This is an optimization exercise on Yosys and OpenROAD, whose aim is small area, a short achievable clock period and few clock cycles, not a production implementation. Function was checked by simulation only, so behaviour that the tests miss may differ from the original. Power and IR drop assume default switching activity.

**design/flow/design.v**
```verilog
`timescale 1ns/1ps
package chi_home_pkg;
  typedef enum logic [1:0] {
    READ_SHARED = 2'd0,
    READ_UNIQUE = 2'd1
  } chi_req_op_e;
  typedef enum logic [1:0] {
    SNP_SHARED = 2'd0,
    SNP_UNIQUE = 2'd1
  } chi_snp_op_e;
  typedef enum logic [1:0] {
    COMP     = 2'd0,
    COMP_ERR = 2'd1
  } chi_resp_op_e;
  typedef enum logic [1:0] {
    INVALID      = 2'd0,
    SHARED_CLEAN = 2'd1,
    UNIQUE_CLEAN = 2'd2
  } chi_line_state_e;
  typedef enum logic [2:0] {
    IDLE      = 3'd0,
    LOOKUP    = 3'd1,
    SNOOP     = 3'd2,
    AWAIT_SNP = 3'd3,
    COMPLETE  = 3'd4,
    ERROR     = 3'd5
  } chi_ctrl_state_e;
endpackage
`timescale 1ns/1ps
module chi_req_intake (
  input  logic                          clk,
  input  logic                          rst_n,
  input  logic                          req_valid,
  output logic                          req_ready,
  input  chi_home_pkg::chi_req_op_e     req_op,
  input  logic [8-1:0]         req_txn_id,
  input  logic [3-1:0]        req_src_id,
  input  logic [32-1:0]        req_addr,
  input  logic [32-1:0]        base_addr,
  input  logic [32-1:0]        addr_mask,
  input  chi_home_pkg::chi_ctrl_state_e state,
  output logic                          accept,
  output logic                          in_range,
  output chi_home_pkg::chi_req_op_e     cur_op,
  output logic [8-1:0]         cur_txn_id,
  output logic [3-1:0]        cur_src_id,
  output logic [32-1:0]        cur_addr
);
  assign req_ready = (state == chi_home_pkg::IDLE);
  assign accept    = req_valid && req_ready;
  assign in_range = ((req_addr & addr_mask) == (base_addr & addr_mask));
  always_ff @(posedge clk) begin
    if (accept) begin
      cur_op     <= req_op;
      cur_txn_id <= req_txn_id;
      cur_src_id <= req_src_id;
      cur_addr   <= req_addr;
    end
  end
endmodule
`timescale 1ns/1ps
module chi_directory (
  input  logic                          clk,
  input  logic                          rst_n,
  input  chi_home_pkg::chi_ctrl_state_e state,
  input  chi_home_pkg::chi_req_op_e     cur_op,
  input  logic [3-1:0]        cur_src_id,
  input  logic [32-1:0]        cur_addr,
  input  logic                          dir_update,
  output logic                          snoop_needed,
  output logic [8-1:0]     snp_tgt_mask,
  output logic                          dir_hit,
  output chi_home_pkg::chi_line_state_e granted_state
);
  logic                          valid_mem   [0:(1 << 6)-1];
  logic [8-1:0]     sharers_mem [0:(1 << 6)-1];
  chi_home_pkg::chi_line_state_e state_mem   [0:(1 << 6)-1];
  logic [6-1:0]     idx;
  logic [8-1:0]     req_bit;
  logic [8-1:0]     others;
  chi_home_pkg::chi_line_state_e line_state;
  assign idx        = cur_addr[6 +: 6];
  assign req_bit    = {{(8-1){1'b0}}, 1'b1} << cur_src_id;
  assign line_state = state_mem[idx];
  assign others = sharers_mem[idx] & ~req_bit;
  always_comb begin
    snp_tgt_mask = '0;
    if (cur_op == chi_home_pkg::READ_UNIQUE) begin
      snp_tgt_mask = others;
    end else if (line_state == chi_home_pkg::UNIQUE_CLEAN) begin
      snp_tgt_mask = others;
    end
  end
  assign snoop_needed = |snp_tgt_mask;
  assign dir_hit      = (state == chi_home_pkg::LOOKUP) && valid_mem[idx];
  assign granted_state = (cur_op == chi_home_pkg::READ_UNIQUE) ?
                         chi_home_pkg::UNIQUE_CLEAN : chi_home_pkg::SHARED_CLEAN;
  always_ff @(posedge clk) begin
    if (!rst_n) begin
      for (int i = 0; i < (1 << 6); i++) begin
        valid_mem[i]   <= 1'b0;
        sharers_mem[i] <= '0;
        state_mem[i]   <= chi_home_pkg::INVALID;
      end
    end else if (dir_update) begin
      valid_mem[idx] <= 1'b1;
      state_mem[idx] <= granted_state;
      if (cur_op == chi_home_pkg::READ_UNIQUE) begin
        sharers_mem[idx] <= req_bit;
      end else begin
        sharers_mem[idx] <= sharers_mem[idx] | req_bit;
      end
    end
  end
endmodule
`timescale 1ns/1ps
module chi_home_ctrl (
  input  logic                          clk,
  input  logic                          rst_n,
  input  logic                          accept,
  input  logic                          in_range,
  input  logic                          snoop_needed,
  input  logic                          snp_ready,
  input  logic                          snp_resp_valid,
  input  logic                          resp_ready,
  output chi_home_pkg::chi_ctrl_state_e state,
  output logic                          dir_update
);
  chi_home_pkg::chi_ctrl_state_e state_nxt;
  always_ff @(posedge clk) begin
    if (!rst_n) begin
      state <= chi_home_pkg::IDLE;
    end else begin
      state <= state_nxt;
    end
  end
  always_comb begin
    state_nxt = state;
    case (state)
      chi_home_pkg::IDLE: begin
        if (accept) begin
          state_nxt = in_range ? chi_home_pkg::LOOKUP : chi_home_pkg::ERROR;
        end
      end
      chi_home_pkg::LOOKUP: begin
        state_nxt = snoop_needed ? chi_home_pkg::SNOOP : chi_home_pkg::COMPLETE;
      end
      chi_home_pkg::SNOOP: begin
        if (snp_ready) begin
          state_nxt = chi_home_pkg::AWAIT_SNP;
        end
      end
      chi_home_pkg::AWAIT_SNP: begin
        if (snp_resp_valid) begin
          state_nxt = chi_home_pkg::COMPLETE;
        end
      end
      chi_home_pkg::COMPLETE: begin
        if (resp_ready) begin
          state_nxt = chi_home_pkg::IDLE;
        end
      end
      chi_home_pkg::ERROR: begin
        if (resp_ready) begin
          state_nxt = chi_home_pkg::IDLE;
        end
      end
      default: begin
        state_nxt = chi_home_pkg::IDLE;
      end
    endcase
  end
  assign dir_update = (state == chi_home_pkg::COMPLETE) && resp_ready;
endmodule
`timescale 1ns/1ps
module chi_resp_out (
  input  logic                          clk,
  input  logic                          rst_n,
  input  chi_home_pkg::chi_ctrl_state_e state,
  input  logic                          accept,
  input  chi_home_pkg::chi_req_op_e     cur_op,
  input  logic [8-1:0]         cur_txn_id,
  input  logic [3-1:0]        cur_src_id,
  input  logic [32-1:0]        cur_addr,
  input  logic [8-1:0]     snp_tgt_mask,
  input  logic                          dir_hit,
  input  chi_home_pkg::chi_line_state_e granted_state,
  input  logic                          resp_ready,
  output logic                          snp_valid,
  output chi_home_pkg::chi_snp_op_e     snp_op,
  output logic [8-1:0]         snp_txn_id,
  output logic [32-1:0]        snp_addr,
  output logic [8-1:0]     snp_tgt_mask_out,
  output logic                          snp_resp_ready,
  output logic                          resp_valid,
  output chi_home_pkg::chi_resp_op_e    resp_op,
  output logic [8-1:0]         resp_txn_id,
  output logic [3-1:0]        resp_tgt_id,
  output chi_home_pkg::chi_line_state_e resp_state,
  output logic [32-1:0]         req_count,
  output logic [32-1:0]         resp_count,
  output logic [32-1:0]         hit_count,
  output logic [32-1:0]         miss_count,
  output logic [32-1:0]         err_count
);
  logic is_lookup;
  logic resp_hs;
  assign snp_valid        = (state == chi_home_pkg::SNOOP);
  assign snp_op           = (cur_op == chi_home_pkg::READ_UNIQUE) ?
                            chi_home_pkg::SNP_UNIQUE : chi_home_pkg::SNP_SHARED;
  assign snp_txn_id       = cur_txn_id;
  assign snp_addr         = cur_addr;
  assign snp_tgt_mask_out = snp_valid ? snp_tgt_mask : '0;
  assign snp_resp_ready   = (state == chi_home_pkg::AWAIT_SNP);
  always_comb begin
    resp_valid  = 1'b0;
    resp_op     = chi_home_pkg::COMP;
    resp_state  = chi_home_pkg::INVALID;
    resp_txn_id = cur_txn_id;
    resp_tgt_id = cur_src_id;
    if (state == chi_home_pkg::COMPLETE) begin
      resp_valid = 1'b1;
      resp_state = granted_state;
    end else if (state == chi_home_pkg::ERROR) begin
      resp_valid = 1'b1;
      resp_op    = chi_home_pkg::COMP_ERR;
    end
  end
  assign is_lookup = (state == chi_home_pkg::LOOKUP);
  assign resp_hs   = resp_valid && resp_ready;
  always_ff @(posedge clk) begin
    if (!rst_n) begin
      req_count  <= '0;
      resp_count <= '0;
      hit_count  <= '0;
      miss_count <= '0;
      err_count  <= '0;
    end else begin
      if (accept) req_count <= req_count + 1'b1;
      if (resp_hs) resp_count <= resp_count + 1'b1;
      if (is_lookup && dir_hit) hit_count <= hit_count + 1'b1;
      if (is_lookup && !dir_hit) miss_count <= miss_count + 1'b1;
      if (resp_hs && state == chi_home_pkg::ERROR) begin
        err_count <= err_count + 1'b1;
      end
    end
  end
endmodule
`timescale 1ns/1ps
module chi_home_node (
  input  logic                          clk,
  input  logic                          rst_n,
  input  logic [32-1:0]        base_addr,
  input  logic [32-1:0]        addr_mask,
  input  logic                          req_valid,
  output logic                          req_ready,
  input  logic [1:0]                    req_op,
  input  logic [8-1:0]         req_txn_id,
  input  logic [3-1:0]        req_src_id,
  input  logic [32-1:0]        req_addr,
  output logic                          snp_valid,
  input  logic                          snp_ready,
  output logic [1:0]                    snp_op,
  output logic [8-1:0]         snp_txn_id,
  output logic [32-1:0]        snp_addr,
  output logic [8-1:0]     snp_tgt_mask,
  input  logic                          snp_resp_valid,
  output logic                          snp_resp_ready,
  output logic                          resp_valid,
  input  logic                          resp_ready,
  output logic [1:0]                    resp_op,
  output logic [8-1:0]         resp_txn_id,
  output logic [3-1:0]        resp_tgt_id,
  output logic [1:0]                    resp_state,
  output logic [32-1:0]         req_count,
  output logic [32-1:0]         resp_count,
  output logic [32-1:0]         hit_count,
  output logic [32-1:0]         miss_count,
  output logic [32-1:0]         err_count
);
  chi_home_pkg::chi_ctrl_state_e state;
  chi_home_pkg::chi_req_op_e     cur_op;
  chi_home_pkg::chi_line_state_e granted_state;
  logic                          accept;
  logic                          in_range;
  logic [8-1:0]         cur_txn_id;
  logic [3-1:0]        cur_src_id;
  logic [32-1:0]        cur_addr;
  logic                          snoop_needed;
  logic                          dir_hit;
  logic                          dir_update;
  logic [8-1:0]     dir_tgt_mask;
  chi_home_pkg::chi_req_op_e     req_op_e;
  chi_home_pkg::chi_snp_op_e     snp_op_e;
  chi_home_pkg::chi_resp_op_e    resp_op_e;
  chi_home_pkg::chi_line_state_e resp_state_e;
  assign req_op_e   = chi_home_pkg::chi_req_op_e'(req_op);
  assign snp_op     = snp_op_e;
  assign resp_op    = resp_op_e;
  assign resp_state = resp_state_e;
  chi_req_intake u_intake (
    .clk        (clk),
    .rst_n      (rst_n),
    .req_valid  (req_valid),
    .req_ready  (req_ready),
    .req_op     (req_op_e),
    .req_txn_id (req_txn_id),
    .req_src_id (req_src_id),
    .req_addr   (req_addr),
    .base_addr  (base_addr),
    .addr_mask  (addr_mask),
    .state      (state),
    .accept     (accept),
    .in_range   (in_range),
    .cur_op     (cur_op),
    .cur_txn_id (cur_txn_id),
    .cur_src_id (cur_src_id),
    .cur_addr   (cur_addr)
  );
  chi_directory u_dir (
    .clk           (clk),
    .rst_n         (rst_n),
    .state         (state),
    .cur_op        (cur_op),
    .cur_src_id    (cur_src_id),
    .cur_addr      (cur_addr),
    .dir_update    (dir_update),
    .snoop_needed  (snoop_needed),
    .snp_tgt_mask  (dir_tgt_mask),
    .dir_hit       (dir_hit),
    .granted_state (granted_state)
  );
  chi_home_ctrl u_ctrl (
    .clk            (clk),
    .rst_n          (rst_n),
    .accept         (accept),
    .in_range       (in_range),
    .snoop_needed   (snoop_needed),
    .snp_ready      (snp_ready),
    .snp_resp_valid (snp_resp_valid),
    .resp_ready     (resp_ready),
    .state          (state),
    .dir_update     (dir_update)
  );
  chi_resp_out u_out (
    .clk              (clk),
    .rst_n            (rst_n),
    .state            (state),
    .accept           (accept),
    .cur_op           (cur_op),
    .cur_txn_id       (cur_txn_id),
    .cur_src_id       (cur_src_id),
    .cur_addr         (cur_addr),
    .snp_tgt_mask     (dir_tgt_mask),
    .dir_hit          (dir_hit),
    .granted_state    (granted_state),
    .resp_ready       (resp_ready),
    .snp_valid        (snp_valid),
    .snp_op           (snp_op_e),
    .snp_txn_id       (snp_txn_id),
    .snp_addr         (snp_addr),
    .snp_tgt_mask_out (snp_tgt_mask),
    .snp_resp_ready   (snp_resp_ready),
    .resp_valid       (resp_valid),
    .resp_op          (resp_op_e),
    .resp_txn_id      (resp_txn_id),
    .resp_tgt_id      (resp_tgt_id),
    .resp_state       (resp_state_e),
    .req_count        (req_count),
    .resp_count       (resp_count),
    .hit_count        (hit_count),
    .miss_count       (miss_count),
    .err_count        (err_count)
  );
endmodule
```
**design/flow/run.sh**
```bash
#!/bin/bash
# synth_recipe.tcl (not shown) runs the flow's synth.tcl, then flattens the netlist and writes it again
# the make line also repeats each setting of config.mk as NAME=value (left out here)
make -C /OpenROAD-flow-scripts/flow DESIGN_CONFIG=/design/flow/config.mk WORK_HOME=/design/flow/orfs CLKGATE_MAP_FILE= SYNTH_SCRIPT=/design/flow/synth_recipe.tcl finish
```
**design/flow/config.mk**
```make
export PLATFORM = sky130hd
export DESIGN_NAME = chi_home_node
export DESIGN_NICKNAME = chi_home_node
export VERILOG_FILES = /design/flow/design.v
export SDC_FILE = /design/flow/constraint.sdc
export NUM_CORES = 4
export LEC_CHECK = 0
export CAP_MARGIN = 20
export CORE_MARGIN = 2
export CORE_UTILIZATION = 40
export SLEW_MARGIN = 20
```
**design/flow/constraint.sdc**
```tcl
create_clock -name core_clock -period 6.0 [get_ports {clk}]
set_input_delay 1.2000 -clock core_clock [delete_from_list [all_inputs] [get_ports {clk}]]
set_output_delay 1.2000 -clock core_clock [all_outputs]
set_load 0.01 [all_outputs]
```
==> key figures <==
Setup path
  – R2r endpoint: u_ctrl.state[1]
  – Crit path max fanout: 53
  – Worst path top cell family by delay: buffers and inverters
  – Crit-path cells: buf_12 > buf_4 > nand2b_1 > a21oi_1 > a21o_1 > o41ai_1 > a221oi_1 > nand3_1 > and2_1 > and3_1 > clkdlybuf4s50_1
  – Slowest-stage cell, CP: dfxtp_4
  – Crit path launch type: flop
  – Critical Path End Type: primary output
  – CP max stage delay: 580 ps
  – Setup CP Type: reg -> out
  – Reg-to-reg setup timing slack: 1470 ps
  – Worst EP required: 4800 ps
  – Arr. time, crit path: 4440 ps
  – Worst Path Buf+Inv: 3
  – Reg2reg path depth: 9

Logic synthesis
  – Yosys reg bits: 918
  – Synth Flop Type: edfxtp_1
  – Compound-Gate Fraction of Synth Area: 3.110%
  – Cell Area, Synth: 40350 sq um
  – Sequential cell area fraction in the yosys report: 62.53%
  – Top cells by count, synth: 712 x nor2_1, 685 x edfxtp_1, 422 x nand2_1
  – Largest area contributor in the netlist: edfxtp_1
  – Netlist cell types: 63
  – Largest cells by area after synthesis: edfxtp_1 51%, dfxtp_1 12%, mux4_2 8.6%
  – Main combinational cell family by area after synthesis: simple AND/OR/NAND/NOR gates
  – Post-Synth Simple-Gate Area: 17.79%
  – Most common cell in the netlist: nor2_1
  – Instance count of the mapped netlist: 3388
  – Post-synth ARST share: 0%
  – Post-synthesis mux area share: 9.848%
  – Post-synthesis adder-cell area fraction: 0.1550%
  – Yosys top cell area share: 50.98%
  – Number of warnings issued by yosys: 4
  – Avg Cell Area, Syn: 11.91 sq um
  – Post-synth EDFFs: 685
  – XOR/XNOR Fraction of Synth Area: 3.473%

Clocking
  – Clock Tree Buf Depth: 3
  – CTS tree: built
  – Clock-pin slew on the worst setup and hold paths: 60 ps
  – Clock root buffer: clkbuf_16
  – Clock latency on the worst-skew pair: 680 ps
  – Post-CTS Resized: 0
  – CTS Sinks: 918
  – Cts hold-fix bufs: 0
  – H-tree Lvls: 3
  – Setup bufs post-CTS: 0
  – TritonCTS buffer count: 98

GRT
  – Largest net degree at the start of global routing: 127
  – GRT overflow: 0
  – GRT Total Usage: 23.22%
  – First-pass GRT wire length: 177500 um
  – Initial antenna violation count: 1
  – Vias in the first global route: 26573

Finish
  – Reg area: 25250 sq um
  – Share of layout cells above drive strength 1: 11.43%
  – FILL cells: 8867
  – Area of the multi-input gates: 14000 sq um
  – Final core utilization: 48.48%
  – Layout Nets: 3772
  – N_diodes: 0
  – Syn-to-layout area delta: 20.15%

Pwr
  – P_leak: 0.01742 uW
  – Reg power frac: 45.2%
  – Clock power frac: 39.8%
  – Switching power total: 4254 uW
  – Power, Total: 15890 uW
  – Worst VDD drop: 0.2107 mV
  – Logic pwr share: 15.0%
  – Internal power: 11640 uW
  – Pwr Density: 327.7 nW/um^2
  – Sw Ratio: 26.77%

Floorplanning
  – Rows: 116
  – Floorplan core area: 100000 sq um
  – Die width: 321.6 um
  – Initial Utilization: 40.35%
  – DIE HEIGHT: 321.6 um
  – I/O pins: 344
  – Die area: 103400 sq um

Timing
  – Setup TNS: 0 ps
  – Setup slack after layout: 361.6 ps
  – Final worst path period share: 93.97%
  – Period minus WS final: 5638 ps
  – RSZ-0062 raised after global routing: no
  – Fmax: 177.4 MHz
  – Worst rel slew slack: 22.97%
  – Layout Skew: 30.63 ps
  – Slew @ Worst Pin: 1151 ps
  – Final Slew Violations: 0
  – Final setup fails: 0
  – Hold_ws: 448.5 ps
  – Fin. Hold Viols: 0

Worst hold path
  – Worst min path class: reg -> reg
  – Beginning of the worst hold path: u_dir.valid_mem[55]
  – Hold Path Sink: u_dir.valid_mem[55]
  – Worst Hold Depth: 2

Route
  – Drt drc: 0
  – Final WL: 121700 um
  – Iter 0 DRT Violations: 2916
  – Routed vias/inst: 5.501
  – Vias: 27694
  – Avg WL per Cell: 24.18 um
  – Pre-Repair DR Iteration Count: 6
  – Final ANT Viol Nets: 0

Flow run
  – Max Cap Viol: 0

Placement
  – RePlAce Congestion: 0.9073
  – Post-DP HPWL: 81730 um
  – Post-place setup slack: 1071 ps
  – Number of I/O port buffers: 341

Run status
  – Status: complete, no violations
metrics by stage:
step | area (sq um) | std cells
after floorplan | 40360 | 3389
after global placement | 45150 | 4850
after CTS | 48480 | 5034
after detailed placement | 45150 | 4850
final | 48480 | 5034
after global routing | 48480 | 5034
flip-flops by register name, indices dropped and copies added, names as in the netlist, named ones only:
signal / flops
u_out.resp_count: 32
u_dir.valid_mem: 64
u_intake.cur_src_id: 3
u_intake.cur_txn_id: 8
u_intake.cur_addr: 32
u_dir.state_mem: 128
u_out.hit_count: 32
u_dir.sharers_mem: 512
u_ctrl.state: 3
u_out.req_count: 32
u_intake.cur_op: 2
u_out.err_count: 32
u_out.miss_count: 32
cells by family after synthesis:
family | count (synthesis)
buffers and inverters | 306
AND/OR/NAND/NOR | 1608
other | 1
multiplexers | 203
XOR/XNOR | 160
flip-flops | 918
AO/OA/AOI/OAI | 187
adder cells (fa/ha/maj) | 5
metal layers:
metal | up-vias | GRT usage (%) | wire length (um)
li1 | 12432 | - | -
met1 | 13776 | 31.58 | 49950
met2 | 1327 | 36.70 | 55920
met3 | 159 | 6.068 | 12870
met4 | 0 | 6.563 | 2976
met5 | - | 0 | 0
worst max path at each step:
stage | startpoint | slack (ps) | to | depth (start not counted)
final | flop | 360 | snp_tgt_mask[2] | 11
after global routing | flop | 140 | snp_tgt_mask[5] | 11
after CTS | flop | 340 | snp_tgt_mask[2] | 7
after detailed placement | flop | 1070 | snp_tgt_mask[2] | 7
after global placement | flop | 1070 | snp_tgt_mask[2] | 7
after floorplan | flop | 1540 | snp_tgt_mask[0] | 14
power by group through the flow:
stage | Combinational, uW | Sequential [uW] | Clock, uW
3_5_place_dp | 2360 | 7320 | 0
5_1_grt | 2500 | 7210 | 6660
2_1_floorplan | 1410 | 7230 | 0
6_report | 2380 | 7190 | 6320
3_3_place_gp | 2360 | 7320 | 0
4_1_cts | 2370 | 7190 | 6420
cell type report:
class	instances	share of cell area (%)
Clock buffer	128	5.546
Clock inverter	56	1.326
Inverter	42	0.3252
Multi-Input combinational cell	2165	28.87
Sequential cell	918	52.07
Tap cell	1298	3.350
Timing Repair Buffer	427	8.511
layout by cell type (no fill, tap or decap), types with 7 or more instances in the layout:
master           instances
nor2_1                 712
edfxtp_1               685
nand2_1                422
clkdlybuf4s50_1        340
dfxtp_1                229
mux4_2                 154
and2_1                 139
clkbuf_16              101
xnor2_1                 98
buf_4                   81
nand3_1                 77
xor2_1                  62
nand4_1                 44
inv_1                   39
o21ai_0                 39
mux2i_1                 37
nor3_1                  36
nor2b_1                 33
a21oi_1                 29
or3_1                   28
a21boi_0                27
and3_1                  26
nand2b_1                25
a22oi_1                 24
clkbuf_1                21
clkinv_1                19
nor3b_1                 16
a221oi_1                13
nor4_1                  13
bufinv_16               13
mux2_2                  12
clkinv_2                12
o22ai_1                 10
clkinvlp_4               7
worst register-to-register path: stages (launching register included):
cell and delay, ps:
dfxtp_2 330, clkinv_1 440, nor2_1 1070, a221oi_1 460, o21ai_0 310, nand3_1 340
o21ai_0 190, nand4b_1 350, o2111ai_1 730, a221oi_1 160
Testbench counts, summed over its fixed seeds: cycles 38,789.

[afterwards: timing with drivers on the ports]
How much do the figures lean on ideal ports? The routed layout below was timed once more, with nothing changed but the port constraints.
Step 1 assumes that a clkbuf_16 drives the clock port and a buf_2 every other input.
Step 2 moves the port delays by t, midway between the first and last clock arrival at a register: inputs arrive t later, outputs are due t later. That takes back most of the time a late clock gives input paths.
Three values: ideal ports, drivers, drivers and shift; two values: the first two.
t, ns: 0.732
setup slack, ns: 0.362 / 0.296 / 1.028
worst register clock-pin slew, ns: 0.07 / 0.07
After both steps this run still meets setup and hold. For this run, drivers alone change the setup slack by -0.066 ns; drivers and shift together by +0.666 ns.
